This is an optimization exercise on Yosys and OpenROAD, whose aim is small area, not a production implementation. At most, simulation tests tie the RTL to the original design; equivalence was not proved. No functional check of the RTL was part of runs 2, 3 and 5 to 7. Power figures rest on the tool's default switching activity, not on a simulated workload. No driver is modelled on the clock port, so clocking that relies on it looks cheaper here than on a real chip.

===== design.v =====
package regfile_pkg;
  localparam int unsigned XLEN_DEF  = 32;
  localparam int unsigned NREGS_DEF = 32;
  localparam int unsigned AW_DEF    = $clog2(NREGS_DEF);
  localparam int unsigned ZERO_REG = 0;
  typedef logic [AW_DEF-1:0]   reg_addr_t;
  typedef logic [XLEN_DEF-1:0] reg_data_t;
endpackage
module regfile_scoreboard
#(
  parameter int unsigned NREGS = regfile_pkg::NREGS_DEF,
  parameter int unsigned AW    = $clog2(NREGS)
) (
  input  logic [NREGS-1:0] idec,       
  input  logic [NREGS-1:0] wdec,       
  input  logic [NREGS-1:0] busy_q,
  output logic [NREGS-1:0] busy_d,
  output logic [AW:0]      busy_cnt
);
  logic [AW-1:0] cnt;
  assign busy_d = idec | (busy_q & ~wdec);
  regfile_popcnt #(.L(AW)) u_cnt (.x(busy_q[NREGS-1:1]), .y(cnt));
  assign busy_cnt = {1'b0, cnt};
endmodule
module regfile_popcnt
#(
  parameter int unsigned L = 5
) (
  input  logic [2**L-2:0] x,
  output logic [L-1:0]    y
);
  localparam int unsigned H = 2**(L-1) - 1;
  if (L == 2) begin : g_leaf
    regfile_fa u_fa (.a(x[0]), .b(x[1]), .c(x[2]), .s(y[0]), .co(y[1]));
  end else begin : g_node
    logic [L-2:0] lo, hi;
    logic [L-1:0] c;
    regfile_popcnt #(.L(L-1)) u_lo (.x(x[H-1:0]),   .y(lo));
    regfile_popcnt #(.L(L-1)) u_hi (.x(x[2*H-1:H]), .y(hi));
    assign c[0] = x[2*H];
    for (genvar i = 0; i < L-1; i++) begin : g_add
      regfile_fa u_fa (.a(lo[i]), .b(hi[i]), .c(c[i]), .s(y[i]), .co(c[i+1]));
    end
    assign y[L-1] = c[L-1];
  end
endmodule
module regfile_fa (
  input  logic a, b, c,
  output logic s, co
);
  assign s  = a ^ b ^ c;
  assign co = (a && b) || (a && c) || (b && c);
endmodule
module regfile_multiport
#(
  parameter int unsigned     XLEN      = regfile_pkg::XLEN_DEF,
  parameter int unsigned     NREGS     = regfile_pkg::NREGS_DEF,
  parameter int unsigned     NRD       = 2,
  parameter int unsigned     BYPASS    = 1,
  parameter logic [XLEN-1:0] RESET_VAL = '0,
  parameter int unsigned     AW        = $clog2(NREGS)
) (
  input  logic                clk,
  input  logic                rst,
  input  logic [NRD*AW-1:0]   rd_addr,
  output logic [NRD*XLEN-1:0] rd_data,
  output logic [NRD-1:0]      rd_busy,
  input  logic                wr_en,
  input  logic [AW-1:0]       wr_addr,
  input  logic [XLEN-1:0]     wr_data,
  input  logic                iss_en,
  input  logic [AW-1:0]       iss_addr,
  output logic [AW:0]         busy_cnt
);
  logic [XLEN-1:0]  regs_q [NREGS];
  logic [NREGS-1:1] valid_q;
  logic [NREGS-1:0] busy_q, busy_d;
  logic [NREGS-1:0] wdec, idec;
  always_comb begin
    for (int i = 0; i < NREGS; i++) begin
      wdec[i] = (i != regfile_pkg::ZERO_REG) && wr_en  && (wr_addr  == AW'(i));
      idec[i] = (i != regfile_pkg::ZERO_REG) && iss_en && (iss_addr == AW'(i));
    end
  end
  always_ff @(posedge clk) begin
    for (int i = 1; i < NREGS; i++) begin
      if (wdec[i]) begin
        regs_q[i] <= wr_data;
      end
    end
  end
  always_ff @(posedge clk or posedge rst) begin
    if (rst) begin
      valid_q <= '0;
      busy_q  <= '0;
    end else begin
      valid_q <= valid_q | wdec[NREGS-1:1];
      busy_q  <= busy_d;
    end
  end
  regfile_scoreboard #(
    .NREGS (NREGS),
    .AW    (AW)
  ) u_scoreboard (
    .idec     (idec),
    .wdec     (wdec),
    .busy_q   (busy_q),
    .busy_d   (busy_d),
    .busy_cnt (busy_cnt)
  );
  for (genvar k = 0; k < NRD; k++) begin : g_rd
    logic [AW-1:0] addr;
    logic          is_zero;
    logic          byp;
    logic [31:0]   dsel;    
    assign addr    = rd_addr[k*AW +: AW];
    assign is_zero = (addr == AW'(regfile_pkg::ZERO_REG));
    assign byp     = (BYPASS != 0) && wr_en && (wr_addr == addr);
    always_comb begin
      for (int i = 1; i < NREGS; i++) begin
        dsel[i-1] = (addr == AW'(i)) && valid_q[i] && !byp;
      end
      dsel[31] = !is_zero && byp;
    end
    for (genvar b = 0; b < XLEN; b++) begin : g_bit
      logic [31:0] col;
      for (genvar i = 1; i < NREGS; i++) begin : g_col
        assign col[i-1] = regs_q[i][b];
      end
      assign col[31] = wr_data[b];
      regfile_aomux32 u_mux (.sel(dsel), .d(col), .y(rd_data[k*XLEN + b]));
    end
    assign rd_busy[k] = busy_q[addr] && !byp;
  end
endmodule
module regfile_aomux32 (
  input  logic [31:0] sel,
  input  logic [31:0] d,
  output logic        y
);
  logic [9:0] t;
  logic [2:0] u;
  logic       p;
  for (genvar g = 0; g < 10; g++) begin : g_aoi
    regfile_aoi222 u_aoi (
      .a0 (sel[3*g]),   .b0 (d[3*g]),
      .a1 (sel[3*g+1]), .b1 (d[3*g+1]),
      .a2 (sel[3*g+2]), .b2 (d[3*g+2]),
      .y  (t[g])
    );
  end
  regfile_ao22 u_ao (.a0(sel[30]), .b0(d[30]), .a1(sel[31]), .b1(d[31]), .y(p));
  regfile_nand4 u_n0 (.a(t[0]), .b(t[1]), .c(t[2]), .d(t[3]), .y(u[0]));
  regfile_nand4 u_n1 (.a(t[4]), .b(t[5]), .c(t[6]), .d(t[7]), .y(u[1]));
  regfile_nand2 u_n2 (.a(t[8]), .b(t[9]),                     .y(u[2]));
  regfile_or4   u_o  (.a(u[0]), .b(u[1]), .c(u[2]), .d(p),    .y(y));
endmodule
module regfile_aoi222 (
  input  logic a0, b0, a1, b1, a2, b2,
  output logic y
);
  assign y = !((a0 && b0) || (a1 && b1) || (a2 && b2));
endmodule
module regfile_ao22 (
  input  logic a0, b0, a1, b1,
  output logic y
);
  assign y = (a0 && b0) || (a1 && b1);
endmodule
module regfile_nand4 (
  input  logic a, b, c, d,
  output logic y
);
  assign y = !(a && b && c && d);
endmodule
module regfile_nand2 (
  input  logic a, b,
  output logic y
);
  assign y = !(a && b);
endmodule
module regfile_or4 (
  input  logic a, b, c, d,
  output logic y
);
  assign y = a || b || c || d;
endmodule

===== config.mk =====
export PLATFORM = sky130hd
export DESIGN_NAME = regfile_multiport
export DESIGN_NICKNAME = regfile_multiport
export VERILOG_FILES = /design/flow/design.v
export SDC_FILE = /design/flow/constraint.sdc
export NUM_CORES = 4
export LEC_CHECK = 0
export CAP_MARGIN = 20
export CORE_MARGIN = 2
export CORE_UTILIZATION = 30
export SETUP_SLACK_MARGIN = 0.4
export SLEW_MARGIN = 20
export SYNTH_HIERARCHICAL = 1

===== run.sh =====
#!/bin/bash
# synth_recipe.tcl (not shown) runs the flow's synth.tcl, then flattens the netlist and writes it again
# the make line also repeats each setting of config.mk as NAME=value (left out here)
make -C /OpenROAD-flow-scripts/flow DESIGN_CONFIG=/design/flow/config.mk WORK_HOME=/design/flow/orfs CLKGATE_MAP_FILE= SYNTH_SCRIPT=/design/flow/synth_recipe.tcl finish

===== constraint.sdc =====
create_clock -name core_clock -period 6.0 [get_ports {clk}]
set_input_delay 1.2000 -clock core_clock [delete_from_list [all_inputs] [get_ports {clk}]]
set_output_delay 1.2000 -clock core_clock [all_outputs]
set_load 0.01 [all_outputs]

==> impl_metrics.py, run 1 <==
metrics = {
    "synth": {
        "syn-cell-area_um2": 42800,
        "seq_area_frac_synth_pct": 73.3,
        "ys_types": 48,
        "syn_area_per_cell_um2": 17.7,
        "yosys-top-cells-area": "edfxtp_1, a222oi_1, dfrtp_1, nand4_1, a22o_1",
        "synthArstFlopShare_pct": 5.97,
        "ys.flop_type": "edfxtp_1",
        "synth_top_area_share_pct": 69.6,
        "synth_top_area_cell": "edfxtp_1",
        "synth_edf_count": 992,
        "yosysWarnings": 8,
        "synth-seq-cells": 1055,
        "syn_inst": 2417,
    },
    "worst_hold_path": {
        "worstHoldPathType": "reg -> reg",
    },
    "cells_and_area": {
        "drive_gt1_share_pct": 26.6,
        "fillerInstances": 12900,
        "nets": 3086,
        "final_common_cell": "edfxtp_1",
        "final_cell_mix": "edfxtp_1, a222oi_1, buf_4, nand4_1, buf_12",
        "syn_to_final_growth_pct": 29.8,
    },
    "clock_tree": {
        "clockBufferDepth": 3,
        "htreeDepth": 3,
        "cts_made_buffers": 104,
        "cts.sinks": 1055,
        "cts.reportedPaths.clkPinSlew_ns": 0.07,
        "root_buffer": "clkbuf_16",
        "clock_latency_ns": 0.69,
        "cts_tree": "built",
    },
    "detailed_routing": {
        "drt_iter0_drc": 8532,
        "via_per_inst": 6.66,
        "ant_nets": 0,
        "wl_per_cell_um": 35.0,
        "wirelength_mm": 174,
        "num_vias": 33200,
        "post-route-drc-count": 0,
        "dr.pass1.iters": 11,
    },
    "worst_setup_path": {
        "crit_type": "reg -> out",
        "cp_cell_sequence": "fa_1 -> fa_2 -> fa_2 -> fa_2 -> fa_2 -> fa_2 -> fa_1 -> buf_6",
        "reg2reg_slack_ns": 5.16,
        "cp_common_cell": "fa_2",
        "end_kind": "output pin",
        "slowest_stage": "fa_1",
        "crit_fanout": 2,
        "slowest_delay_ns": 0.61,
        "cp-start-kind": "register",
        "cp.arrival_ns": 4.50,
        "crit_required_ns": 4.80,
    },
    "floorplan": {
        "ioPinCount": 128,
        "rows": 138,
        "start_util_pct": 30.2,
        "die-area_um2": 146000,
        "die_h_um": 382,
        "core-area_um2": 142000,
        "fp.dieW_um": 382,
    },
    "timing": {
        "setup_viol": 0,
        "min_period_ns": 5.70,
        "max_clock_freq_mhz": 175,
        "hold_viol": 0,
        "fin_setup_tns_ns": 0,
        "relSlewSlack_pct": 21.2,
        "tightest_slew_ns": 1.18,
        "worst_clock_skew_ns": 0,
        "whs_ns": 0.482,
        "rsz0062_at_grt": "true",
        "drv_slew": 0,
        "fin_crit_sh_pct": 95.1,
    },
    "power": {
        "cellPowerDensity_nw_per_um2": 329,
        "p_leak_nw": 18.4,
        "peakVddDrop_mv": 1.61,
    },
    "global_route": {
        "grt_pass1_wl_mm": 238,
        "overflow": 0,
        "grt_max_degree": 64,
        "first_global_vias": 31500,
        "grt_usage_pct": 22.8,
        "antenna_found_initial": 10,
    },
    "flow_run": {
        "cap_violations": 0,
    },
    "run_status": {
        "outcome": "complete, no violations",
    },
    "placement": {
        "gp_congestion": 0.870,
        "numPortBuffers": 126,
        "place_hpwl_mm": 102,
    },
}
-- flip-flops by register name, indices dropped and copies added, names as in the netlist --
| signal | count |
|---|---|
| busy_q | 32 |
| valid_q | 31 |
| regs_q | 992 |
-- final timing paths --
path | startpoint | end | cells after the start
max | busy_q[12] | busy_cnt[3] | 8
min | valid_q[30] | valid_q[30] | 1
min in group asynchronous | rst | busy_q[21] | 3
min reg2reg | valid_q[30] | valid_q[30] | 1
max reg2reg | valid_q[13] | valid_q[13] | 1
max in group asynchronous | rst | busy_q[4] | 3
-- routing by layer --
metal / wire, um / track usage [%] / part of all wire [%]
met5: 21 / 0 / 0.012
met4: 8740 / 9.86 / 5.0
met3: 28700 / 7.10 / 16
met2: 74300 / 33.6 / 43
met1: 62500 / 30.9 / 36
-- Yosys stat by module (local to each module, per instance), excerpt --
module | flops+latches | cells
regfile_multiport | 1055 | 1358
regfile_fa | 0 | 1
regfile_aoi222 | 0 | 1
regfile_ao22 | 0 | 1
regfile_or4 | 0 | 1
regfile_nand4 | 0 | 1
regfile_nand2 | 0 | 1
-- cell families (layout without fill, tap and decap cells) --
logic type	Yosys count	in the layout	share of synthesized area [%]
compound gates	750	750	17.1
fa+ha+maj	26	26	1.22
flops	1055	1055	73.3
simple gates	486	486	6.45
other cells	2	7	0.0176
mux	22	22	0.954
xor+xnor	10	10	0.205
buf+inv	66	737	0.711
-- cells in the mapped netlist (7+ instances only) --
cell / n
nor2b_1: 11
xnor2_1: 7
buf_2: 8
nor2_1: 76
mux2i_1: 7
a21o_1: 32
buf_4: 10
inv_1: 36
and3_1: 59
edfxtp_1: 992
a222oi_1: 640
nand3_1: 10
nand4_1: 131
or4_1: 64
fa_1: 26
mux4_2: 11
a22o_1: 65
dfrtp_1: 63
clkbuf_1: 9
or2_2: 33
nand2_1: 74
-- critical path: cells and delay by family (launching register included) --
family,cells,cell delay (ns)
flops,1,0.41
buf+inv,1,0.11
fa+ha+maj,7,3.28
-- timing repair --
item | in CTS | in global routing
cloned | 29 | 6
endpoints found under the hold margin | 0 | 0
setup buffers | 37 | 12
gates resized for setup | 429 | 71
hold buffers | 0 | 0
setup endpoints to repair | 67 | 66
pin swaps | 378 | 124
-- stage by stage --
| stage | instances | total power (W) | worst slack [ns] | utilization [%] | area (um2) |
|---|---|---|---|---|---|
| after global placement | 4703 | 0.0116 | -0.761 | 35.4 | 50100 |
| after global routing | 4981 | 0.0189 | 0.175 | 39.2 | 55500 |
| final | 4983 | 0.0183 | 0.296 | 39.2 | 55500 |
| after floorplan | 2418 | 0.0100 | 0.934 | - | 42800 |
| after CTS | 4961 | 0.0181 | 0.275 | 39.0 | 55200 |
| after detailed placement | 4704 | 0.0116 | -0.763 | 35.4 | 50100 |
-- cell type report --
type / instances / area [um2] / share of cell area [%]
antenna: 4 / 10.0 / 0.0180
tap: 1890 / 2360 / 4.26
multi-input combinational: 1297 / 12000 / 21.6
clock inverter: 65 / 664 / 1.20
timing repair buffer: 510 / 6290 / 11.3
clock buffer: 126 / 2690 / 4.84
sequential: 1055 / 31400 / 56.5
inverter: 36 / 135 / 0.243
-- report_power, final --
| group | switching (W) | internal [W] | total [W] |
|---|---|---|---|
| Combinational | 0.00175 | 0.00161 | 0.00336 |
| Clock | 0.00291 | 0.00363 | 0.00654 |
| Sequential | 0.000136 | 0.00823 | 0.00837 |
==> inputs of run 2 (changes only) <==
--- a/design.v
+++ b/design.v
@@ -77,4 +77,7 @@
   logic [NREGS-1:0] busy_q, busy_d;
   logic [NREGS-1:0] wdec, idec;
+  logic             phase_q;
+  logic [XLEN-1:0]  wdp;
+  logic [XLEN-1:0]  regs_d [NREGS];
   always_comb begin
     for (int i = 0; i < NREGS; i++) begin
@@ -83,9 +86,20 @@
     end
   end
+  assign wdp = wr_data ^ {XLEN{phase_q}};
+  for (genvar i = 1; i < NREGS; i++) begin : g_ent
+    logic wen, wen_n;
+    assign wen   = wdec[i];
+    assign wen_n = !wdec[i];
+    for (genvar b = 0; b < XLEN; b++) begin : g_bit
+      regfile_oai22 u_nxt (
+        .a0 (regs_q[i][b]), .a1 (wen),
+        .b0 (wdp[b]),       .b1 (wen_n),
+        .y  (regs_d[i][b])
+      );
+    end
+  end
   always_ff @(posedge clk) begin
     for (int i = 1; i < NREGS; i++) begin
-      if (wdec[i]) begin
-        regs_q[i] <= wr_data;
-      end
+      regs_q[i] <= regs_d[i];
     end
   end
@@ -94,5 +108,7 @@
       valid_q <= '0;
       busy_q  <= '0;
+      phase_q <= 1'b0;
     end else begin
+      phase_q <= !phase_q;
       valid_q <= valid_q | wdec[NREGS-1:1];
       busy_q  <= busy_d;
@@ -114,4 +130,7 @@
     logic          byp;
     logic [31:0]   dsel;    
+    logic          hit;     
+    logic          flip;    
+    logic [XLEN-1:0] y;
     assign addr    = rd_addr[k*AW +: AW];
     assign is_zero = (addr == AW'(regfile_pkg::ZERO_REG));
@@ -119,8 +138,10 @@
     always_comb begin
       for (int i = 1; i < NREGS; i++) begin
-        dsel[i-1] = (addr == AW'(i)) && valid_q[i] && !byp;
+        dsel[i-1] = (addr == AW'(i)) && valid_q[i] && !((BYPASS != 0) && wdec[i]);
       end
       dsel[31] = !is_zero && byp;
     end
+    assign hit  = |dsel;
+    assign flip = hit && phase_q;
     for (genvar b = 0; b < XLEN; b++) begin : g_bit
       logic [31:0] col;
@@ -128,6 +149,7 @@
         assign col[i-1] = regs_q[i][b];
       end
-      assign col[31] = wr_data[b];
-      regfile_aomux32 u_mux (.sel(dsel), .d(col), .y(rd_data[k*XLEN + b]));
+      assign col[31] = wdp[b];
+      regfile_aomux32 u_mux (.sel(dsel), .d(col), .y(y[b]));
+      regfile_xor2 u_fix (.a(y[b]), .b(flip), .y(rd_data[k*XLEN + b]));
     end
     assign rd_busy[k] = busy_q[addr] && !byp;
@@ -156,4 +178,16 @@
   regfile_or4   u_o  (.a(u[0]), .b(u[1]), .c(u[2]), .d(p),    .y(y));
 endmodule
+module regfile_oai22 (
+  input  logic a0, a1, b0, b1,
+  output logic y
+);
+  assign y = !((a0 || a1) && (b0 || b1));
+endmodule
+module regfile_xor2 (
+  input  logic a, b,
+  output logic y
+);
+  assign y = a ^ b;
+endmodule
 module regfile_aoi222 (
   input  logic a0, b0, a1, b1, a2, b2,
--- a/config.mk
+++ b/config.mk
@@ -9,5 +9,5 @@
 export CORE_MARGIN = 2
 export CORE_UTILIZATION = 30
-export SETUP_SLACK_MARGIN = 0.4
+export SETUP_SLACK_MARGIN = 0.0
 export SLEW_MARGIN = 20
 export SYNTH_HIERARCHICAL = 1
==> impl_metrics.py, run 2 <==
metrics = {
    "run_status": {
        "outcome": "complete, but fails checks",
        "so_faults": "negative setup slack",
    },
    "synth": {
        "synth_edf_count": 0,
        "ys.flop_type": "dfxtp_1",
        "syn_area_per_cell_um2": 11.2,
        "yosysWarnings": 10,
        "yosys-top-cells-area": "dfxtp_1, a222oi_1, o22ai_1, dfrtp_1, xor2_1",
        "ys_types": 57,
        "seq_area_frac_synth_pct": 52.8,
        "synthArstFlopShare_pct": 6.06,
        "synth_top_area_cell": "dfxtp_1",
        "synth_top_area_share_pct": 48.9,
        "yosys-top-cells-count": "dfxtp_1, o22ai_1, a222oi_1",
        "syn_inst": 3614,
        "syn-cell-area_um2": 40600,
        "synth-seq-cells": 1056,
    },
    "clock_tree": {
        "cts_made_buffers": 103,
        "clock_latency_ns": 0.70,
        "htreeDepth": 3,
        "cts_tree": "built",
        "root_buffer": "clkbuf_16",
        "cts-hold-fix-buffers": 0,
        "clockBufferDepth": 3,
        "cts.reportedPaths.clkPinSlew_ns": 0.07,
        "cts.sinks": 1056,
    },
    "global_route": {
        "grt_pass1_wl_mm": 291,
        "first_global_vias": 41900,
        "antenna_found_initial": 4,
        "grt_max_degree": 43,
        "overflow": 0,
        "grt_usage_pct": 28.2,
    },
    "timing": {
        "tightest_slew_ns": 1.16,
        "worst_clock_skew_ns": 0.0255,
        "hold_viol": 0,
        "setup_viol": 4,
        "rsz0062_at_grt": "true",
        "whs_ns": 0.469,
        "setup_ws_ns": -0.0373,
        "fin_setup_tns_ns": -0.0904,
        "max_clock_freq_mhz": 166,
        "min_period_ns": 6.04,
        "fin_crit_sh_pct": 101,
        "relSlewSlack_pct": 22.2,
        "drv_slew": 0,
    },
    "cells_and_area": {
        "final_cell_mix": "o22ai_1, dfxtp_1, a222oi_1, buf_4, nand4_1",
        "top_register": "regs_q",
        "multi_input_area_um2": 19900,
        "largest_reg_flops": 992,
        "drive_gt1_share_pct": 22.4,
        "syn_to_final_growth_pct": 33.6,
        "fillerInstances": 12900,
        "reg.largest.list": "regs_q: 992 flops, busy_q: 32 flops, valid_q: 31 flops",
        "regArea_um2": 21500,
        "nets": 4456,
        "final_util_pct": 40.2,
    },
    "detailed_routing": {
        "wirelength_mm": 207,
        "via_per_inst": 7.12,
        "drt_iter0_drc": 10400,
        "wl_per_cell_um": 33.2,
        "num_vias": 44400,
        "dr.pass1.iters": 13,
        "post-route-drc-count": 0,
        "ant_nets": 0,
    },
    "worst_setup_path": {
        "cp_cell_sequence": "clkdlybuf4s50_1 -> buf_4 -> or4b_4 -> buf_6 -> o2111a_2 -> buf_8 -> buf_4 -> buf_6 -> a222oi_1 -> nand4_1 -> or4_4 -> xor2_1 -> buf_2",
        "slowest_stage": "or4_4",
        "critPathLaunch": "wr_addr[4]",
        "crit_buf_inv": 7,
        "crit_type": "in -> out",
        "cp-start-kind": "primary input",
        "r2r-end": "regs_q[18][16]",
        "crit_required_ns": 4.80,
        "r2r_cells": 4,
        "slowest_delay_ns": 0.59,
        "critPathTopFamily": "simple AND/OR/NAND/NOR gates",
        "crit_fanout": 8,
        "reg2reg_slack_ns": 3.37,
        "cp.arrival_ns": 4.84,
        "reg2reg_from": "phase_q",
        "end_kind": "output pin",
    },
    "worst_hold_path": {
        "min_from": "regs_q[5][30]",
        "worstHoldPathType": "reg -> reg",
        "hold_end": "regs_q[5][30]",
        "min_path_cells": 1,
    },
    "floorplan": {
        "ioPinCount": 128,
        "rows": 135,
        "core-area_um2": 135000,
        "die-area_um2": 138000,
        "fp.dieW_um": 372,
        "die_h_um": 372,
        "start_util_pct": 30.1,
    },
    "flow_run": {
        "cap_violations": 0,
    },
    "power": {
        "p_leak_nw": 20.6,
        "cellPowerDensity_nw_per_um2": 402,
        "peakVddDrop_mv": 2.27,
    },
    "placement": {
        "place_hpwl_mm": 129,
        "gp_congestion": 0.940,
        "numPortBuffers": 126,
    },
}
run 2: changes by cell type after synthesis, moves of 15 or more:
cell,previous run,this run
dfxtp_1,0,992
edfxtp_1,992,0
o22ai_1,1,992
xor2_1,3,98
and3_1,59,0
inv_1,36,94
nand2_1,74,114
nor2_1,76,42
or2_2,33,4
nand2b_1,6,29
clkbuf_1,9,25
o2111ai_1,0,15
run 2: worst reg2reg max path: stages (launching register included):
cell and delay, ns:
dfrtp_4 0.87, buf_12 0.28, xor2_2 0.73, buf_4 0.43, o22ai_1 0.14
run 2: Yosys stat by module, one instance, submodules excluded, excerpt:
module	times used	cells inside	flip-flops and latches	area [um2]
regfile_multiport	1	1499	1056	24400
regfile_aoi222	640	1	0	10.0
regfile_oai22	992	1	0	6.26
regfile_nand2	64	1	0	3.75
regfile_nand4	128	1	0	6.26
regfile_xor2	64	1	0	8.76
regfile_ao22	64	1	0	8.76
regfile_or4	64	1	0	7.51
regfile_fa	26	1	0	20.0
run 2: how the worst max path moves through the flow:
stage / depth (start not counted) / to / slack, ns
floorplan: 9 / rd_data[32] / 0.005
global placement: 13 / rd_data[31] / -0.62
detailed placement: 13 / rd_data[31] / -0.62
CTS: 12 / rd_data[18] / -0.25
global route: 14 / rd_data[8] / -0.08
finish: 13 / rd_data[4] / -0.04
run 2: final cells by class:
| class | count | share of cell area [%] |
|---|---|---|
| Inverter | 94 | 0.689 |
| Sequential cell | 1056 | 39.5 |
| Multi-Input combinational cell | 2419 | 36.6 |
| Tap cell | 1781 | 4.10 |
| Timing Repair Buffer | 700 | 12.7 |
| Antenna cell | 1 | 0.00461 |
| Clock buffer | 155 | 5.68 |
| Clock inverter | 35 | 0.719 |
run 2: what timing repair did:
item | in CTS | in global routing
setup endpoints to repair | 66 | 59
setup buffers | 20 | 15
resized for setup | 156 | 84
pin swaps | 55 | 95
gates cloned | 4 | 4
run 2: per-stage QoR:
stage	total power (W)	setup WS (ns)	instance area, um2	cells
6_report	0.0218	-0.0373	54300	6241
5_1_grt	0.0227	-0.0806	54300	6241
4_1_cts	0.0217	-0.253	54000	6221
3_5_place_dp	0.0151	-0.619	49900	6007
3_3_place_gp	0.0150	-0.618	49900	6006
2_1_floorplan	0.0126	0.00488	40900	3615
run 2: logic make-up after synthesis:
logic type                 after synthesis  synth area share, %
adders and majority gates               26                 1.28
xor gates and xnor gates               106                 2.29
AOI/OAI and AO/OA                     1788                 34.3
DFF                                   1056                 52.8
muxes                                   22                 1.16
buffers and inverters                  142                 1.45
and+or+nand+nor                        472                 6.64
other                                    2               0.0185
run 2: per-layer routing:
layer / GRT usage, % / routed length [um] / vias up / part of all wire (%)
met5: 0.210 / 38 / - / 0.018
met4: 14.5 / 12500 / 6 / 6.0
met3: 8.82 / 34000 / 696 / 16
met2: 39.4 / 82700 / 4105 / 40
met1: 38.7 / 78100 / 21700 / 38
li1: - / - / 17900 / -
run 2: power by group:
group | switching (W) | internal [W] | total, W | leakage [nW]
combinational | 0.00245 | 0.00260 | 0.00505 | 9.66
sequential | 0.00133 | 0.00872 | 0.0100 | 9.24
clock | 0.00296 | 0.00378 | 0.00674 | 1.73
==> inputs of run 3 (changes only) <==
--- a/config.mk
+++ b/config.mk
@@ -9,4 +9,5 @@
 export CORE_MARGIN = 2
 export CORE_UTILIZATION = 30
+export GPL_TIMING_DRIVEN = 0
 export SETUP_SLACK_MARGIN = 0.0
 export SLEW_MARGIN = 20
==> impl_metrics.py, run 3 <==
metrics = {
    "run_status": {
        "outcome": "complete, but fails checks",
        "so_faults": "negative setup slack",
    },
    "floorplan": {
        "fp.dieW_um": 372,
        "start_util_pct": 30.1,
        "core-area_um2": 135000,
        "ioPinCount": 128,
        "rows": 135,
        "die-area_um2": 138000,
        "die_h_um": 372,
    },
    "cells_and_area": {
        "fillerInstances": 12600,
        "largest_reg_flops": 992,
        "top_register": "regs_q",
        "final_cell_mix": "o22ai_1, dfxtp_1, a222oi_1, nand4_1, buf_4",
        "regArea_um2": 21500,
        "syn_to_final_growth_pct": 34.2,
        "drive_gt1_share_pct": 19.6,
        "reg.largest.list": "regs_q: 992 flops, busy_q: 32 flops, valid_q: 31 flops",
        "multi_input_area_um2": 20500,
        "nets": 4242,
    },
    "power": {
        "comb_power_share_pct": 23.6,
        "cellPowerDensity_nw_per_um2": 409,
        "internal-power_w": 0.0154,
        "seqPwrFrac_pct": 45.0,
        "p_total_w": 0.0223,
        "pwr-share-clk_pct": 31.3,
        "switchingPower_w": 0.00685,
        "p_leak_nw": 20.1,
        "peakVddDrop_mv": 2.00,
        "swShare_pct": 30.7,
    },
    "global_route": {
        "first_global_vias": 41600,
        "grt_util_met1_pct": 37.8,
        "use_met2_pct": 39.8,
        "antenna_found_initial": 11,
        "overflow": 0,
        "grt_pass1_wl_mm": 297,
        "grt_usage_pct": 29.0,
        "use_met3_pct": 11.5,
        "grt_max_degree": 35,
        "grt-busiest-layer": "met2",
    },
    "clock_tree": {
        "cts_tree": "built",
        "cts.reportedPaths.clkPinSlew_ns": 0.06,
        "cts_made_buffers": 106,
        "root_buffer": "clkbuf_16",
        "clockBufferDepth": 3,
        "htreeDepth": 3,
        "clock_latency_ns": 0.70,
        "cts.sinks": 1056,
    },
    "worst_setup_path": {
        "reg2reg_slack_ns": 3.03,
        "cp-start-kind": "primary input",
        "cp.arrival_ns": 4.85,
        "r2r_cells": 5,
        "r2r-end": "regs_q[20][4]",
        "crit_required_ns": 4.80,
        "crit_fanout": 10,
        "crit_type": "in -> out",
        "end_kind": "output pin",
        "reg2reg_from": "phase_q",
    },
    "timing": {
        "min_period_ns": 6.05,
        "whs_ns": 0.469,
        "fin_crit_sh_pct": 101,
        "hold_viol": 0,
        "setup_ws_ns": -0.0537,
        "worst_clock_skew_ns": 0.0304,
        "max_clock_freq_mhz": 165,
        "rsz0062_at_grt": "true",
        "drv_slew": 0,
        "setup_viol": 16,
        "relSlewSlack_pct": 19.3,
        "tightest_slew_ns": 1.20,
    },
    "detailed_routing": {
        "post-route-drc-count": 0,
        "num_vias": 44500,
        "dr.pass1.iters": 15,
        "via_per_inst": 7.39,
        "ant_nets": 0,
        "drt_iter0_drc": 10900,
        "wirelength_mm": 212,
        "wl_per_cell_um": 35.1,
    },
    "worst_hold_path": {
        "worstHoldPathType": "reg -> reg",
        "min_path_cells": 1,
        "min_from": "regs_q[5][0]",
        "hold_end": "regs_q[5][0]",
    },
    "synth": {
        "seq_area_frac_synth_pct": 52.8,
        "yosys-top-cells-area": "dfxtp_1, a222oi_1, o22ai_1, dfrtp_1, xor2_1",
        "synth_top_area_share_pct": 48.9,
        "yosysWarnings": 10,
        "ys_types": 57,
        "synthArstFlopShare_pct": 6.06,
        "synth_top_area_cell": "dfxtp_1",
        "yosys-top-cells-count": "dfxtp_1, o22ai_1, a222oi_1",
        "syn_inst": 3614,
        "ys.flop_type": "dfxtp_1",
        "syn_area_per_cell_um2": 11.2,
        "synth-seq-cells": 1056,
        "syn-cell-area_um2": 40600,
        "synth_edf_count": 0,
    },
    "placement": {
        "gp_congestion": 0.990,
        "numPortBuffers": 121,
        "place_hpwl_mm": 131,
        "pre_cts_slack_ns": -2.75,
    },
    "flow_run": {
        "cap_violations": 0,
    },
}
-- run 3: cell counts after synthesis --
Identical to the previous run, type by type.
-- run 3: how the worst max path moves through the flow --
stage / start / endpoint / slack, ns / cells after the start
after detailed placement: wr_addr[1] / rd_data[8] / -2.75 / 11
after floorplan: wr_addr[4] / rd_data[32] / 0.005 / 9
after CTS: wr_addr[4] / rd_data[8] / -0.14 / 10
final: wr_addr[2] / rd_data[44] / -0.05 / 11
after global routing: wr_addr[3] / rd_data[34] / -0.007 / 14
after global placement: wr_addr[4] / rd_data[40] / -5.64 / 11
-- run 3: power groups by stage --
| stage | clock [W] | sequential [W] | combinational [W] |
|---|---|---|---|
| final | 0.00699 | 0.0100 | 0.00527 |
| after global routing | 0.00723 | 0.0102 | 0.00567 |
| after CTS | 0.00697 | 0.00996 | 0.00516 |
| after detailed placement | 0 | 0.0101 | 0.00500 |
| after global placement | 0 | 0.00998 | 0.00479 |
| after floorplan | 0 | 0.00978 | 0.00286 |
-- run 3: kinds of logic after synthesis --
group                      share of synthesized area (%)
adders and majority gates                           1.28
xor gates and xnor gates                            2.29
DFF                                                 52.8
and+or+nand+nor                                     6.64
other                                             0.0185
buffers and inverters                               1.45
muxes                                               1.16
AOI/OAI and AO/OA                                   34.3
-- run 3: metal layers --
layer	vias up	wire length, um
met5	-	166
met4	12	16000
met3	1068	36000
met2	4298	83000
met1	21600	76600
li1	17500	-
-- run 3: critical path, stage by stage --
cell,delay [ns]
clkbuf_4,0.19
or2_2,0.32
clkbuf_1,0.24
o2111ai_1,0.52
o31ai_1,0.34
or4_4,0.63
o41a_4,0.61
buf_12,0.19
buf_12,0.15
xor2_2,0.18
clkdlybuf4s15_2,0.24
-- run 3: final cells by class --
class / count / share of cell area, %
antenna: 5 / 0.0229
buffer: 45 / 0.652
clock buffer: 155 / 5.70
clock inverter: 35 / 0.941
inverter: 94 / 0.700
multi-input combinational: 2426 / 37.6
sequential: 1056 / 39.4
tap: 1781 / 4.09
timing repair buffer: 426 / 10.9
timing repair inverter: 5 / 0.0551
-- run 3: what timing repair did --
item | CTS | global route
setup buffers | 82 | 13
resized for setup | 263 | 64
hold buffers | 0 | 0
hold endpoints to repair | 0 | 0
pin swaps | 124 | 54
setup endpoints to repair | 66 | 59
gates cloned | 15 | 0
-- run 3: Yosys stat by module, one instance, submodules excluded, excerpt --
module             cells  flops+latches
regfile_nand4          1              0
regfile_aoi222         1              0
regfile_nand2          1              0
regfile_xor2           1              0
regfile_oai22          1              0
regfile_or4            1              0
regfile_fa             1              0
regfile_multiport   1499           1056
regfile_ao22           1              0
-- run 3: per-stage QoR --
step / std cells / utilization (%) / setup TNS (ns) / instance area (um2)
finish: 6028 / 40.4 / -0.446 / 54500
global route: 6025 / 40.4 / -0.0187 / 54500
CTS: 6009 / 40.2 / -0.633 / 54300
detailed placement: 5725 / 36.4 / -139.99 / 49100
global placement: 5517 / 32.9 / -512.39 / 44300
floorplan: 3615 / - / 0 / 40900
==> inputs of run 4 (changes only) <==
--- a/design.v
+++ b/design.v
@@ -138,5 +138,5 @@
     always_comb begin
       for (int i = 1; i < NREGS; i++) begin
-        dsel[i-1] = (addr == AW'(i)) && valid_q[i] && !((BYPASS != 0) && wdec[i]);
+        dsel[i-1] = (addr == AW'(i)) && valid_q[i] && !byp;
       end
       dsel[31] = !is_zero && byp;
--- a/config.mk
+++ b/config.mk
@@ -9,6 +9,5 @@
 export CORE_MARGIN = 2
 export CORE_UTILIZATION = 30
-export GPL_TIMING_DRIVEN = 0
-export SETUP_SLACK_MARGIN = 0.0
+export SETUP_SLACK_MARGIN = 0.4
 export SLEW_MARGIN = 20
 export SYNTH_HIERARCHICAL = 1
==> impl_metrics.py, run 4 <==
metrics = {
    "run_status": {
        "outcome": "complete, no violations",
    },
    "worst_setup_path": {
        "end_kind": "output pin",
        "cp-start-kind": "primary input",
        "r2r_cells": 4,
        "cp.arrival_ns": 4.61,
        "crit_type": "in -> out",
        "crit_required_ns": 4.80,
        "reg2reg_slack_ns": 3.26,
        "reg2reg_from": "phase_q",
        "r2r-end": "regs_q[5][25]",
        "crit_fanout": 5,
    },
    "synth": {
        "syn-cell-area_um2": 40700,
        "synthArstFlopShare_pct": 6.06,
        "synth-seq-cells": 1056,
        "syn_inst": 3642,
        "syn_area_per_cell_um2": 11.2,
        "yosysWarnings": 10,
        "ys.flop_type": "dfxtp_1",
        "seq_area_frac_synth_pct": 52.8,
        "synth_top_area_cell": "dfxtp_1",
        "synth_top_area_share_pct": 48.8,
        "synth_edf_count": 0,
        "yosys-top-cells-count": "o22ai_1, dfxtp_1, a222oi_1",
        "ys_types": 60,
        "synth.most_common_cell": "o22ai_1",
        "yosys-top-cells-area": "dfxtp_1, a222oi_1, o22ai_1, dfrtp_1, xor2_1",
    },
    "timing": {
        "whs_ns": 0.469,
        "setup_viol": 0,
        "tightest_slew_ns": 1.15,
        "min_period_ns": 5.81,
        "hold_viol": 0,
        "worst_clock_skew_ns": 0.0260,
        "relSlewSlack_pct": 23.5,
        "max_clock_freq_mhz": 172,
        "rsz0062_at_grt": "true",
        "setup_ws_ns": 0.193,
        "drv_slew": 0,
        "fin_crit_sh_pct": 96.8,
    },
    "worst_hold_path": {
        "min_from": "regs_q[26][26]",
        "min_path_cells": 1,
        "worstHoldPathType": "reg -> reg",
        "hold_end": "regs_q[26][26]",
    },
    "floorplan": {
        "rows": 135,
        "start_util_pct": 30.1,
        "die_h_um": 372,
        "core-area_um2": 135000,
        "die-area_um2": 139000,
        "ioPinCount": 128,
        "fp.dieW_um": 372,
    },
    "clock_tree": {
        "cts.sinks": 1056,
        "clock_latency_ns": 0.71,
        "cts.reportedPaths.clkPinSlew_ns": 0.06,
        "htreeDepth": 3,
        "cts_made_buffers": 107,
        "root_buffer": "clkbuf_16",
        "clockBufferDepth": 3,
        "cts_tree": "built",
    },
    "global_route": {
        "grt_usage_pct": 29.3,
        "grt_pass1_wl_mm": 301,
        "grt_max_degree": 48,
        "overflow": 0,
        "first_global_vias": 43100,
        "antenna_found_initial": 3,
    },
    "placement": {
        "gp_congestion": 0.962,
        "pre_cts_slack_ns": -1.12,
        "place_hpwl_mm": 139,
        "numPortBuffers": 126,
        "placed_area_um2": 49500,
        "place_inst": 5997,
    },
    "cells_and_area": {
        "largest_reg_flops": 992,
        "syn_to_final_growth_pct": 36.2,
        "finalNonFillerCells": 6307,
        "top_register": "regs_q",
        "nets": 4516,
        "final_cell_mix": "o22ai_1, dfxtp_1, a222oi_1, buf_4, nand4_1",
        "fillerInstances": 12800,
        "final_common_cell": "o22ai_1",
        "diodes": 0,
        "reg.largest.list": "regs_q: 992 flops, busy_q: 32 flops, valid_q: 31 flops",
        "drive_gt1_share_pct": 24.9,
        "fin_area_um2": 55400,
    },
    "detailed_routing": {
        "via_per_inst": 7.17,
        "post-route-drc-count": 0,
        "drt_iter0_drc": 10300,
        "ant_nets": 0,
        "wirelength_mm": 212,
        "wl_per_cell_um": 33.6,
        "num_vias": 45200,
        "dr.pass1.iters": 14,
    },
    "flow_run": {
        "cap_violations": 0,
    },
    "power": {
        "peakVddDrop_mv": 1.49,
        "p_total_w": 0.0226,
        "p_leak_nw": 21.1,
        "cellPowerDensity_nw_per_um2": 408,
    },
}
run 4: cell count changes in the layout (fill, tap and decap cells not counted), sizes merged, moves of 16 or more:
cell         delta
buf           +339
and3           +50
dlygate4sd2    -35
clkbuf         -34
inv            -29
nor2           +16
o2111ai        -16
run 4: worst max path at each step:
stage / from / end / slack, ns / cells after the start
CTS: rd_addr[8] / rd_data[42] / 0.22 / 15
detailed placement: wr_addr[2] / rd_data[42] / -1.12 / 15
global route: rd_addr[3] / rd_data[26] / 0.10 / 16
finish: wr_addr[2] / rd_data[43] / 0.19 / 15
floorplan: rd_addr[3] / rd_data[10] / 0.41 / 9
global placement: wr_addr[2] / rd_data[49] / -1.25 / 15
run 4: per-layer routing:
| metal | GRT usage [%] | vias to the layer above | share of wire, % |
|---|---|---|---|
| li1 | - | 18000 | - |
| met5 | 0 | - | 0.017 |
| met1 | 38.4 | 21900 | 37 |
| met3 | 9.14 | 879 | 15 |
| met4 | 20.6 | 6 | 8.1 |
| met2 | 40.4 | 4369 | 40 |
run 4: worst max-delay path, stage by stage:
cell and delay, ns:
buf_8 0.10, xor2_2 0.18, nor3_4 0.27, nand3_2 0.18, o21bai_4 0.27, buf_6 0.14
nor2_4 0.04, and3_4 0.21, buf_12 0.15, a222oi_1 0.32, nand4_1 0.40, or4_4 0.70
xor2_1 0.17, buf_4 0.14, buf_6 0.11
run 4: area by class of cell:
class | count | area, um2 | share of cell area (%)
Sequential cell | 1056 | 21500 | 38.7
Multi-Input combinational cell | 2476 | 20200 | 36.4
Timing Repair Buffer | 724 | 7370 | 13.3
Clock buffer | 152 | 3120 | 5.63
Tap cell | 1781 | 2230 | 4.02
Clock inverter | 49 | 795 | 1.43
Inverter | 69 | 259 | 0.467
run 4: kinds of logic after synthesis:
family                   synth area share, %
buffers and inverters                   1.14
AND/OR/NAND/NOR                         7.31
AO/OA/AOI/OAI                           33.7
flip-flops                              52.8
multiplexers                            1.50
adder cells (fa/ha/maj)                 1.28
other                                 0.0185
XOR/XNOR                                2.28
run 4: per-module statistics from Yosys (local to each module, per instance), excerpt:
module             flip-flops and latches  area, um2  times used  cells
regfile_xor2                            0       8.76          64      1
regfile_nand4                           0       6.26         128      1
regfile_nand2                           0       3.75          64      1
regfile_oai22                           0       6.26         992      1
regfile_aoi222                          0       10.0         640      1
regfile_fa                              0       20.0          26      1
regfile_ao22                            0       8.76          64      1
regfile_multiport                    1056      24500           1   1527
regfile_or4                             0       7.51          64      1
run 4: repair_timing:
action                                  in CTS  in global routing
hold endpoints to repair                     0                  0
cloned                                      10                  3
endpoints found under the setup margin      67                 67
resized for setup                          543                 58
pin swaps                                  374                154
buffers inserted                            77                 19
hold buffers                                 0                  0
run 4: per-stage QoR:
stage               utilization [%]  TNS (ns)
finish                         41.1         0
global route                   41.1         0
CTS                            40.8         0
detailed placement             36.7    -50.14
global placement               36.7    -51.24
floorplan                         -         0
run 4: where the power goes:
part           leakage [nW]  internal (W)  total, W  switching (W)
logic                  9.88       0.00258   0.00503        0.00245
registers              9.26       0.00873    0.0101        0.00141
clock network          1.92       0.00441   0.00743        0.00302
==> inputs of run 5 (changes only) <==
--- a/design.v
+++ b/design.v
@@ -138,5 +138,5 @@
     always_comb begin
       for (int i = 1; i < NREGS; i++) begin
-        dsel[i-1] = (addr == AW'(i)) && valid_q[i] && !byp;
+        dsel[i-1] = (addr == AW'(i)) && valid_q[i] && !((BYPASS != 0) && wdec[i]);
       end
       dsel[31] = !is_zero && byp;
==> flow/run.sh (new file) <==
#!/bin/bash
# The standard layout (standard.sh: ORFS synthesis to finish, unchanged scripts), with a
# few ORFS settings passed through the environment:
#  - CTS without dummy load cells,
#  - a small plain buffer for the port buffers,
#  - ORFS's power recovery pass (downsizing of gates off the critical paths) after
#    global routing.
# make's full output goes to flow_make.log here; ORFS's per-step logs stay in orfs/logs/.
set -euo pipefail
export CTS_ARGS="-sink_clustering_enable -repair_clock_nets -dont_use_dummy_load"
export BUFFER_PORTS_ARGS="-buffer_cell sky130_fd_sc_hd__buf_2"
export RECOVER_POWER=100
bash standard.sh > flow_make.log 2>&1
==> standard.sh (new file) <==
#!/bin/bash
# synth_recipe.tcl (not shown) runs the flow's synth.tcl, then flattens the netlist and writes it again
# the make line also repeats each setting of config.mk as NAME=value (left out here)
make -C /OpenROAD-flow-scripts/flow DESIGN_CONFIG=/design/flow/config.mk WORK_HOME=/design/flow/orfs CLKGATE_MAP_FILE= SYNTH_SCRIPT=/design/flow/synth_recipe.tcl "${@:-finish}"
--- a/config.mk
+++ b/config.mk
@@ -9,5 +9,6 @@
 export CORE_MARGIN = 2
 export CORE_UTILIZATION = 30
-export SETUP_SLACK_MARGIN = 0.4
+export GPL_TIMING_DRIVEN = 0
+export SETUP_SLACK_MARGIN = 0.1
 export SLEW_MARGIN = 20
 export SYNTH_HIERARCHICAL = 1
removed: run.sh
==> impl_metrics.py, run 5 <==
metrics = {
    "timing": {
        "whs_ns": 0.467,
        "setup_ws_ns": -0.280,
        "drv_slew": 837,
        "hold_viol": 0,
        "setup_viol": 59,
        "fin_crit_sh_pct": 105,
        "max_clock_freq_mhz": 159,
        "tightest_slew_ns": 2.42,
        "worst_clock_skew_ns": 0.0673,
        "min_period_ns": 6.28,
        "relSlewSlack_pct": -61.9,
        "rsz0062_at_grt": "true",
    },
    "clock_tree": {
        "clockBufferDepth": 3,
        "cts_made_buffers": 108,
        "cts.reportedPaths.clkPinSlew_ns": 0.05,
        "root_buffer": "clkbuf_16",
        "cts_tree": "built",
        "htreeDepth": 3,
        "cts.sinks": 1056,
        "clock_latency_ns": 0.69,
    },
    "synth": {
        "syn-cell-area_um2": 40600,
        "yosys-top-cells-count": "dfxtp_1, o22ai_1, a222oi_1",
        "ys.flop_type": "dfxtp_1",
        "ys_types": 57,
        "synth-seq-cells": 1056,
        "synthArstFlopShare_pct": 6.06,
        "synth_edf_count": 0,
        "yosys-top-cells-area": "dfxtp_1, a222oi_1, o22ai_1, dfrtp_1, xor2_1",
        "syn_inst": 3614,
        "synth_top_area_cell": "dfxtp_1",
        "syn_area_per_cell_um2": 11.2,
        "synth_top_area_share_pct": 48.9,
        "yosysWarnings": 10,
        "seq_area_frac_synth_pct": 52.8,
    },
    "placement": {
        "gp_congestion": 0.936,
        "place_hpwl_mm": 136,
        "numPortBuffers": 121,
        "pre_cts_slack_ns": -2.03,
    },
    "floorplan": {
        "core-area_um2": 135000,
        "die-area_um2": 138000,
        "rows": 135,
        "fp.dieW_um": 372,
        "start_util_pct": 30.1,
        "ioPinCount": 128,
        "die_h_um": 372,
    },
    "run_status": {
        "so_faults": "max-capacitance violations, max-slew violations, negative setup slack",
        "outcome": "complete, but fails checks",
    },
    "cells_and_area": {
        "largest_reg_flops": 992,
        "syn_to_final_growth_pct": 26.4,
        "nets": 4229,
        "drive_gt1_share_pct": 16.1,
        "final_util_pct": 38.0,
        "top_register": "regs_q",
        "final_cell_mix": "o22ai_1, dfxtp_1, a222oi_1, nand4_1",
        "reg.largest.list": "regs_q: 992 flops, busy_q: 32 flops, valid_q: 31 flops",
    },
    "global_route": {
        "antenna_found_initial": 17,
        "first_global_vias": 41200,
        "grt_max_degree": 39,
        "grt_usage_pct": 29.3,
        "overflow": 0,
        "grt_pass1_wl_mm": 298,
    },
    "worst_setup_path": {
        "cp-start-kind": "primary input",
        "crit_fanout": 18,
        "crit_type": "in -> reg",
        "r2r_cells": 5,
        "end_kind": "register",
        "crit_required_ns": 6.52,
        "cp.arrival_ns": 6.80,
    },
    "power": {
        "switchingPower_w": 0.00658,
        "pwr-share-clk_pct": 28.3,
        "comb_power_share_pct": 22.8,
        "internal-power_w": 0.0140,
        "cellPowerDensity_nw_per_um2": 400,
        "seqPwrFrac_pct": 48.9,
        "p_leak_nw": 18.8,
        "peakVddDrop_mv": 1.37,
        "swShare_pct": 32.0,
    },
    "worst_hold_path": {
        "worstHoldPathType": "reg -> reg",
        "min_path_cells": 1,
    },
    "detailed_routing": {
        "ant_nets": 0,
        "wirelength_mm": 217,
        "drt_iter0_drc": 11400,
        "wl_per_cell_um": 36.6,
        "num_vias": 44700,
        "dr.pass1.iters": 14,
        "via_per_inst": 7.53,
        "post-route-drc-count": 0,
    },
    "flow_run": {
        "cap_violations": 40,
    },
}
[run 5: cell count changes in the layout (fill, tap and decap cells not counted), moves of 40 or more]
cell             delta
and3_4             -41
buf_12             -83
buf_16             +41
buf_2              +44
buf_4             -317
clkbuf_1           +68
clkdlybuf4s50_1    -43
or4_1              +40
[run 5: path summary, 6_finish.rpt]
| kind | startpoint | end | slack, ns |
|---|---|---|---|
| hold reg to reg | regs_q[14][11] | regs_q[14][11] | 0.47 |
| setup / recovery | wr_addr[4] | busy_q[9] | -0.28 |
| hold / removal | regs_q[14][11] | regs_q[14][11] | 0.47 |
| min in group asynchronous | rst | valid_q[18] | 0.82 |
| max in group asynchronous | rst | busy_q[3] | 2.36 |
| setup reg to reg | phase_q | regs_q[8][23] | 2.66 |
[run 5: metal layers]
| metal | track usage (%) | routed length (um) | up-vias |
|---|---|---|---|
| li1 | - | - | 17400 |
| met1 | 37.8 | 76600 | 21500 |
| met2 | 40.2 | 83200 | 4600 |
| met3 | 12.9 | 39900 | 1115 |
| met4 | 16.7 | 17000 | 18 |
| met5 | 0.734 | 263 | - |
[run 5: cells by family after synthesis]
logic type	Yosys count	share of synthesized area, %
XOR/XNOR	106	2.29
AND/OR/NAND/NOR	472	6.64
other	2	0.0185
adder cells (fa/ha/maj)	26	1.28
flip-flops	1056	52.8
multiplexers	22	1.16
AO/OA/AOI/OAI	1788	34.3
buffers and inverters	142	1.45
[run 5: timing repair]
item,in CTS,in global routing
cloned,12,5
pin swaps,28,65
buffers inserted,39,47
setup endpoints to repair,64,64
hold buffers,0,0
gates resized for setup,76,67
[run 5: final cells by class]
type,instances,area [um2]
multi-input combinational,2428,20100
inverter,94,379
fill,13000,83600
timing repair buffer,406,4090
tap,1781,2230
antenna,8,20.0
sequential,1056,21500
buffer,47,324
clock buffer,108,2700
timing repair inverter,6,30.0
[run 5: per-module statistics from Yosys, one instance, submodules excluded, excerpt]
module	cell area, um2	copies in the design
regfile_aoi222	10.0	640
regfile_fa	20.0	26
regfile_oai22	6.26	992
regfile_or4	7.51	64
regfile_xor2	8.76	64
regfile_nand2	3.75	64
regfile_nand4	6.26	128
regfile_multiport	24400	1
regfile_ao22	8.76	64
[run 5: worst max-delay path, stage by stage]
cell and delay [ns]:
buf_2 0.15, buf_4 0.20, and4bb_4 0.40, clkbuf_1 0.54
nand2_1 0.89, clkbuf_1 0.85, inv_1 0.95, clkbuf_1 1.16
inv_1 0.16, a21o_1 0.23
[run 5: per-stage QoR]
step	instance area (um2)	cells	power, W	setup TNS [ns]
after floorplan	40900	3615	0.0126	0
after global placement	43800	5517	0.0142	-351.99
after global routing	51300	5932	0.0213	-0.0936
final	51300	5934	0.0205	-5.49
after CTS	51900	5874	0.0204	0
after detailed placement	48300	5715	0.0145	-103.73
[run 5: power by group through the flow]
stage	Combinational [W]	Sequential (W)	Clock [W]
floorplan	0.00286	0.00978	0
detailed placement	0.00446	0.0101	0
finish	0.00468	0.0101	0.00581
global route	0.00497	0.0102	0.00606
global placement	0.00424	0.00999	0
CTS	0.00463	0.00996	0.00580
==> inputs of run 6 (changes only) <==
==> flow/run.sh (replaced) <==
#!/bin/bash
# The standard layout (standard.sh: ORFS with unchanged scripts), run in two parts:
#  1. the standard synthesis, unchanged (standard.sh synth);
#  2. floorplan to finish, with a few ORFS settings passed through the environment:
#     - the large buffers and inverters added to the don't-use list (applied by
#       flow/dont_use.tcl at the start of each step), so that repair buffers long nets
#       with small buffers instead of 16x ones,
#     - a small plain buffer (buf_2) for the port buffers,
#     - CTS without dummy load cells, with clusters of up to 30 sinks and 100 um.
# Each part's full make output goes to a log file here; ORFS's per-step logs are in orfs/logs/.
set -euo pipefail
bash standard.sh synth > flow_synth.log 2>&1
export DONT_USE_CELLS="sky130_fd_sc_hd__buf_8 sky130_fd_sc_hd__buf_12 sky130_fd_sc_hd__buf_16 sky130_fd_sc_hd__bufbuf_8 sky130_fd_sc_hd__bufbuf_16 sky130_fd_sc_hd__bufinv_8 sky130_fd_sc_hd__bufinv_16 sky130_fd_sc_hd__inv_12 sky130_fd_sc_hd__inv_16 sky130_fd_sc_hd__clkdlybuf4s50_1 sky130_fd_sc_hd__clkdlybuf4s50_2 sky130_fd_sc_hd__clkdlybuf4s25_1 sky130_fd_sc_hd__clkdlybuf4s25_2 sky130_fd_sc_hd__clkdlybuf4s15_1 sky130_fd_sc_hd__clkdlybuf4s15_2 sky130_fd_sc_hd__clkdlybuf4s18_1 sky130_fd_sc_hd__clkdlybuf4s18_2"
HOOK="$PWD/flow/dont_use.tcl"
for step in FLOORPLAN GLOBAL_PLACE RESIZE DETAIL_PLACE REPAIR_TIMING_POST_PLACE CTS GLOBAL_ROUTE DETAIL_ROUTE; do
  export PRE_${step}_TCL="$HOOK"
done
export BUFFER_PORTS_ARGS="-buffer_cell sky130_fd_sc_hd__buf_2"
export CTS_ARGS="-sink_clustering_enable -repair_clock_nets -dont_use_dummy_load -sink_clustering_size 30 -sink_clustering_max_diameter 100"
bash standard.sh > flow_make.log 2>&1
==> flow/dont_use.tcl (new file) <==
# Applied at the start of each OpenROAD step (ORFS's PRE_<step>_TCL hooks), before the
# resizer is first used, so that its buffer choices honour the don't-use list.
set_dont_use $::env(DONT_USE_CELLS)
==> impl_metrics.py, run 6 <==
metrics = {
    "synth": {
        "syn_area_per_cell_um2": 11.2,
        "synth-seq-cells": 1056,
        "syn-cell-area_um2": 40600,
        "synthAdderAreaFrac_pct": 1.28,
        "yosys-top-cells-count": "dfxtp_1, o22ai_1, a222oi_1",
        "synth_top_area_cell": "dfxtp_1",
        "synthArstFlopShare_pct": 6.06,
        "ys_types": 57,
        "synth_top_family_by_area": "compound AO/OA/AOI/OAI gates",
        "yosysWarnings": 10,
        "ys.flop_type": "dfxtp_1",
        "synth_edf_count": 0,
        "syn_inst": 3614,
        "seq_area_frac_synth_pct": 52.8,
        "synthXorXnorAreaFrac_pct": 2.29,
        "synth_top_area_share_pct": 48.9,
        "synthMuxAreaShare_pct": 1.16,
        "synthSimpleGateAreaFrac_pct": 6.64,
        "yosys-top-cells-area": "dfxtp_1, a222oi_1, o22ai_1, dfrtp_1, xor2_1",
        "synth_compound_area_share_pct": 34.3,
    },
    "global_route": {
        "first_global_vias": 40400,
        "grt_usage_pct": 29.0,
        "grt_pass1_wl_mm": 295,
        "overflow": 0,
        "antenna_found_initial": 16,
        "grt_max_degree": 39,
    },
    "floorplan": {
        "start_util_pct": 30.1,
        "core-area_um2": 135000,
        "ioPinCount": 128,
        "rows": 135,
        "die-area_um2": 138000,
        "die_h_um": 372,
        "fp.dieW_um": 372,
    },
    "flow_run": {
        "cap_violations": 0,
    },
    "worst_setup_path": {
        "cp-start-kind": "primary input",
        "cp.arrival_ns": 4.90,
        "end_kind": "output pin",
        "crit_fanout": 18,
        "crit_required_ns": 4.80,
        "crit_type": "in -> out",
    },
    "timing": {
        "fin_setup_tns_ns": -0.585,
        "relSlewSlack_pct": 11.6,
        "drv_slew": 0,
        "tightest_slew_ns": 1.32,
        "fin_crit_sh_pct": 102,
        "setup_ws_ns": -0.101,
        "hold_viol": 0,
        "setup_viol": 16,
        "whs_ns": 0.478,
        "worst_clock_skew_ns": 0.0380,
        "rsz0062_at_grt": "true",
        "max_clock_freq_mhz": 164,
        "min_period_ns": 6.10,
    },
    "clock_tree": {
        "clock_latency_ns": 0.65,
        "cts.reportedPaths.clkPinSlew_ns": 0.11,
        "clockBufferDepth": 3,
        "cts_tree": "built",
        "cts.sinks": 1056,
        "cts_made_buffers": 42,
        "root_buffer": "clkbuf_16",
        "htreeDepth": 2,
    },
    "power": {
        "internal-power_w": 0.0122,
        "switchingPower_w": 0.00618,
        "pwr-share-clk_pct": 19.3,
        "p_leak_nw": 18.6,
        "cellPowerDensity_nw_per_um2": 360,
        "p_total_w": 0.0184,
        "comb_power_share_pct": 26.2,
        "seqPwrFrac_pct": 54.5,
        "swShare_pct": 33.6,
        "peakVddDrop_mv": 1.53,
    },
    "cells_and_area": {
        "fin_area_um2": 51100,
        "reg.largest.list": "regs_q: 992 flops, busy_q: 32 flops, valid_q: 31 flops",
        "syn_to_final_growth_pct": 25.7,
        "nets": 4175,
        "regArea_um2": 21500,
        "top_register": "regs_q",
        "final_cell_mix": "o22ai_1, dfxtp_1, a222oi_1, nand4_1, buf_2",
        "multi_input_area_um2": 20400,
        "finalNonFillerCells": 5883,
        "drive_gt1_share_pct": 18.5,
        "largest_reg_flops": 992,
        "fillerInstances": 13000,
    },
    "detailed_routing": {
        "dr.pass1.iters": 13,
        "via_per_inst": 7.54,
        "num_vias": 44300,
        "ant_nets": 0,
        "wl_per_cell_um": 37.0,
        "drt_iter0_drc": 11500,
        "wirelength_mm": 217,
        "post-route-drc-count": 0,
    },
    "placement": {
        "place_hpwl_mm": 136,
        "placed_area_um2": 48300,
        "place_inst": 5715,
        "gp_congestion": 0.936,
        "numPortBuffers": 121,
    },
    "worst_hold_path": {
        "worstHoldPathType": "reg -> reg",
    },
    "run_status": {
        "so_faults": "negative setup slack",
        "outcome": "complete, but fails checks",
    },
}
[run 6: cell type report]
| class | instances | area share [%] |
|---|---|---|
| Multi-Input combinational cell | 2429 | 39.9 |
| Buffer | 47 | 0.671 |
| Timing Repair inverter | 6 | 0.0735 |
| Sequential cell | 1056 | 42.0 |
| Timing Repair Buffer | 417 | 10.1 |
| Clock buffer | 42 | 2.06 |
| Tap cell | 1781 | 4.36 |
| Inverter | 94 | 0.754 |
| Antenna cell | 11 | 0.0539 |
[run 6: path summary, 6_finish.rpt]
check,startpoint,endpoint,slack [ns],cells after the start
max in group asynchronous,rst,valid_q[11],4.83,3
worst max-delay path,wr_addr[2],rd_data[26],-0.10,13
worst min-delay path,regs_q[14][11],regs_q[14][11],0.48,1
min in group asynchronous,rst,valid_q[23],0.55,2
worst min register to register,regs_q[14][11],regs_q[14][11],0.48,1
worst max register to register,phase_q,regs_q[3][25],2.95,5
[run 6: per-layer routing]
| layer | share of wire (%) | wire [um] | global-route usage [%] |
|---|---|---|---|
| met5 | 0.029 | 62 | 0 |
| met1 | 35 | 77100 | 37.7 |
| met3 | 18 | 40000 | 12.5 |
| met4 | 7.5 | 16400 | 16.8 |
| met2 | 39 | 83800 | 39.7 |
[run 6: critical path, stage by stage]
cell,delay [ns]
buf_4,0.23
nor2b_1,0.29
clkbuf_16,0.24
nand2_8,0.18
clkinvlp_4,0.14
buf_4,0.18
nor2_4,0.06
buf_4,0.29
a222oi_1,0.31
nand4_1,0.66
or4_4,0.73
xor2_1,0.17
buf_2,0.16
[run 6: kinds of logic after synthesis]
logic type / after synthesis
AND/OR/NAND/NOR: 472
multiplexers: 22
flip-flops: 1056
AO/OA/AOI/OAI: 1788
XOR/XNOR: 106
adder cells (fa/ha/maj): 26
buffers and inverters: 142
other: 2
[run 6: metrics by stage]
step	worst slack (ns)	utilization, %
after floorplan	0.140	-
after global placement	-4.20	32.4
after detailed placement	-2.03	35.8
after CTS	0.0863	37.2
after global routing	-0.00163	37.8
final	-0.101	37.8
[run 6: power groups by stage]
| stage | sequential [W] | combinational, W | clock (W) |
|---|---|---|---|
| after floorplan | 0.00978 | 0.00286 | 0 |
| after global placement | 0.00999 | 0.00424 | 0 |
| after detailed placement | 0.0101 | 0.00446 | 0 |
| after CTS | 0.00994 | 0.00463 | 0.00353 |
| after global routing | 0.0102 | 0.00513 | 0.00376 |
| final | 0.0100 | 0.00481 | 0.00355 |
[run 6: what timing repair did]
action / in CTS / in global routing
hold buffers: 0 / 0
pin swaps: 30 / 67
endpoints found under the setup margin: 64 / 64
resized for setup: 73 / 66
setup buffers: 40 / 58
gates cloned: 12 / 6
[run 6: Yosys stat by module (local to each module, per instance), excerpt]
module / flops+latches / cells / cell area (um2) / copies in the design
regfile_ao22: 0 / 1 / 8.76 / 64
regfile_multiport: 1056 / 1499 / 24400 / 1
regfile_nand2: 0 / 1 / 3.75 / 64
regfile_oai22: 0 / 1 / 6.26 / 992
regfile_or4: 0 / 1 / 7.51 / 64
regfile_xor2: 0 / 1 / 8.76 / 64
regfile_aoi222: 0 / 1 / 10.0 / 640
==> inputs of run 7 (changes only) <==
==> flow/run.sh (replaced) <==
#!/bin/bash
# The standard layout (standard.sh: ORFS with unchanged scripts), run in two parts:
#  1. the standard synthesis, unchanged (standard.sh synth);
#  2. floorplan to finish, with a few ORFS settings passed through the environment:
#     - the large buffers and inverters made don't-use (by
#       flow/dont_use.tcl at the start of each step), so that repair buffers long nets
#       with small buffers instead of 16x ones,
#     - a small plain buffer (buf_2) for the port buffers,
#     - CTS without dummy load cells, with clusters of up to 30 sinks and 100 um.
# Each part's full make output goes to a log file here; ORFS's per-step logs are in orfs/logs/.
set -euo pipefail
bash standard.sh synth > flow_synth.log 2>&1
HOOK="$PWD/flow/dont_use.tcl"
for step in FLOORPLAN GLOBAL_PLACE RESIZE DETAIL_PLACE REPAIR_TIMING_POST_PLACE CTS GLOBAL_ROUTE DETAIL_ROUTE; do
  export PRE_${step}_TCL="$HOOK"
done
export BUFFER_PORTS_ARGS="-buffer_cell sky130_fd_sc_hd__buf_2"
export CTS_ARGS="-sink_clustering_enable -repair_clock_nets -dont_use_dummy_load -sink_clustering_size 30 -sink_clustering_max_diameter 100"
bash standard.sh > flow_make.log 2>&1
==> flow/dont_use.tcl (replaced) <==
# Applied at the start of each OpenROAD step (ORFS's PRE_<step>_TCL hooks), before the
# resizer is first used: large buffers and inverters and the delay cells are not used, so
# that repair buffers long nets with small buffers instead of 16x ones.
set_dont_use {sky130_fd_sc_hd__buf_8 sky130_fd_sc_hd__buf_12 sky130_fd_sc_hd__buf_16 sky130_fd_sc_hd__bufbuf_8 sky130_fd_sc_hd__bufbuf_16 sky130_fd_sc_hd__bufinv_8 sky130_fd_sc_hd__bufinv_16 sky130_fd_sc_hd__inv_12 sky130_fd_sc_hd__inv_16 sky130_fd_sc_hd__clkdlybuf4s50_1 sky130_fd_sc_hd__clkdlybuf4s50_2 sky130_fd_sc_hd__clkdlybuf4s25_1 sky130_fd_sc_hd__clkdlybuf4s25_2 sky130_fd_sc_hd__clkdlybuf4s15_1 sky130_fd_sc_hd__clkdlybuf4s15_2 sky130_fd_sc_hd__clkdlybuf4s18_1 sky130_fd_sc_hd__clkdlybuf4s18_2}
==> impl_metrics.py, run 7 <==
metrics = {
    "cells_and_area": {
        "fillerInstances": 13200,
        "reg.largest.list": "regs_q: 992 flops, busy_q: 32 flops, valid_q: 31 flops",
        "drive_gt1_share_pct": 17.9,
        "syn_to_final_growth_pct": 20.8,
        "largest_reg_flops": 992,
    },
    "run_status": {
        "so_faults": "negative setup slack",
        "outcome": "complete, but fails checks",
    },
    "floorplan": {
        "start_util_pct": 30.1,
        "ioPinCount": 128,
        "rows": 135,
    },
    "synth": {
        "seq_area_frac_synth_pct": 52.8,
        "synth_top_area_share_pct": 48.9,
        "yosysWarnings": 10,
        "syn_area_per_cell_um2": 11.2,
        "synth_edf_count": 0,
        "yosys-top-cells-count": "dfxtp_1, o22ai_1, a222oi_1",
        "synth-seq-cells": 1056,
        "synth_top_area_cell": "dfxtp_1",
        "syn-cell-area_um2": 40600,
        "syn_inst": 3614,
    },
    "timing": {
        "setup_viol": 3,
        "setup_ws_ns": -0.0683,
        "max_clock_freq_mhz": 165,
    },
    "global_route": {
        "grt_pass1_wl_mm": 293,
        "overflow": 0,
        "grt_usage_pct": 28.8,
        "grt_max_degree": 39,
        "antenna_found_initial": 10,
    },
    "detailed_routing": {
        "wl_per_cell_um": 36.2,
        "dr.pass1.iters": 14,
        "via_per_inst": 7.45,
        "drt_iter0_drc": 10900,
        "post-route-drc-count": 0,
    },
    "placement": {
        "place_hpwl_mm": 135,
        "numPortBuffers": 121,
        "gp_congestion": 0.936,
        "pre_cts_slack_ns": -2.02,
    },
    "power": {
        "internal-power_w": 0.0122,
        "pwr-share-clk_pct": 19.4,
        "cellPowerDensity_nw_per_um2": 373,
    },
    "worst_hold_path": {
        "min_path_cells": 1,
    },
    "worst_setup_path": {
        "crit_type": "in -> out",
        "crit_fanout": 17,
        "cp-start-kind": "primary input",
        "r2r_cells": 5,
    },
    "flow_run": {
        "cap_violations": 0,
    },
    "clock_tree": {
        "clock_latency_ns": 0.65,
        "root_buffer": "clkbuf_16",
        "htreeDepth": 2,
    },
}
run 7: cell counts after synthesis:
Identical to the previous run, type by type.
run 7: logic make-up (layout without fill, tap and decap cells):
kind of cell	count (synthesis)	after routing	synth area share [%]
DFF	1056	1056	52.8
xor gates and xnor gates	106	106	2.29
adders and majority gates	26	26	1.28
buffers and inverters	142	589	1.45
AOI/OAI and AO/OA	1788	1790	34.3
muxes	22	22	1.16
and+or+nand+nor	472	481	6.64
other	2	14	0.0185
run 7: critical path, stage by stage:
cell and delay [ns]:
buf_2 0.13, buf_2 0.22, and4bb_4 0.41, nand2_8 0.16
clkinvlp_4 0.13, buf_6 0.15, nor3_4 0.12, buf_6 0.22
a222oi_1 0.40, nand4_1 0.62, or4_4 0.71, xor2_1 0.17
buf_2 0.16
run 7: power groups by stage:
stage	combinational, W	clock [W]	sequential [W]
2_1_floorplan	0.00286	0	0.00978
3_3_place_gp	0.00424	0	0.00999
3_5_place_dp	0.00439	0	0.0101
4_1_cts	0.00455	0.00352	0.00993
5_1_grt	0.00505	0.00376	0.0102
6_report	0.00474	0.00354	0.0100
run 7: metrics by stage:
stage          TNS, ns  hold slack (ns)  util [%]
3_5_place_dp   -106.57            0.459      34.6
2_1_floorplan        0            0.442         -
5_1_grt        -0.0143            0.487      36.4
6_report       -0.0776            0.472      36.4
3_3_place_gp   -351.99            0.449      32.4
4_1_cts              0            0.471      36.0
run 7: timing repair:
item                                    4_1_cts  5_1_grt
cloned                                       13        4
pin swaps                                    29       66
gates resized for setup                      83       71
hold endpoints to repair                      0        0
setup buffers                                52       30
endpoints found under the setup margin       64       64
run 7: worst max path at each step:
| stage | start | to | slack, ns | depth (start not counted) |
|---|---|---|---|---|
| after floorplan | wr_addr[2] | rd_data[32] | 0.14 | 8 |
| after global placement | wr_addr[0] | rd_data[32] | -4.20 | 11 |
| after detailed placement | wr_addr[2] | rd_data[0] | -2.02 | 10 |
| after CTS | wr_addr[0] | rd_data[50] | 0.10 | 12 |
| after global routing | wr_addr[4] | rd_data[21] | -0.01 | 13 |
| final | wr_addr[4] | rd_data[21] | -0.07 | 13 |
run 7: final cells by class:
class	instances	area [um2]	area share, %
tap	1781	2230	4.54
buffer	47	335	0.683
clock buffer	42	1050	2.14
timing repair buffer	400	3090	6.29
sequential	1056	21500	43.7
antenna	11	27.5	0.0561
multi-input combinational	2428	20500	41.7
inverter	94	385	0.785
timing repair inverter	6	35.0	0.0714
run 7: per-layer routing:
layer | routed length (um) | part of all wire [%] | vias to the layer above | global-route usage [%]
met3 | 38200 | 18 | 892 | 11.9
met1 | 76700 | 36 | 21300 | 38.1
met2 | 81300 | 38 | 4252 | 38.5
li1 | - | - | 17200 | -
met5 | 180 | 0.085 | - | 0
met4 | 15800 | 7.4 | 6 | 17.7
run 7: per-module statistics from Yosys, one instance, submodules excluded, a selection:
module	times used	cells	flip-flops and latches
regfile_fa	26	1	0
regfile_aoi222	640	1	0
regfile_xor2	64	1	0
regfile_ao22	64	1	0
regfile_or4	64	1	0
regfile_nand4	128	1	0
regfile_nand2	64	1	0

Check on run 7: ideal ports give -0.068 ns setup slack; a clkbuf_16 on the clock port and buf_2 on the inputs give -0.150 ns; moving port delays by the midpoint clock arrival (0.724 ns) as well gives -0.150 ns.
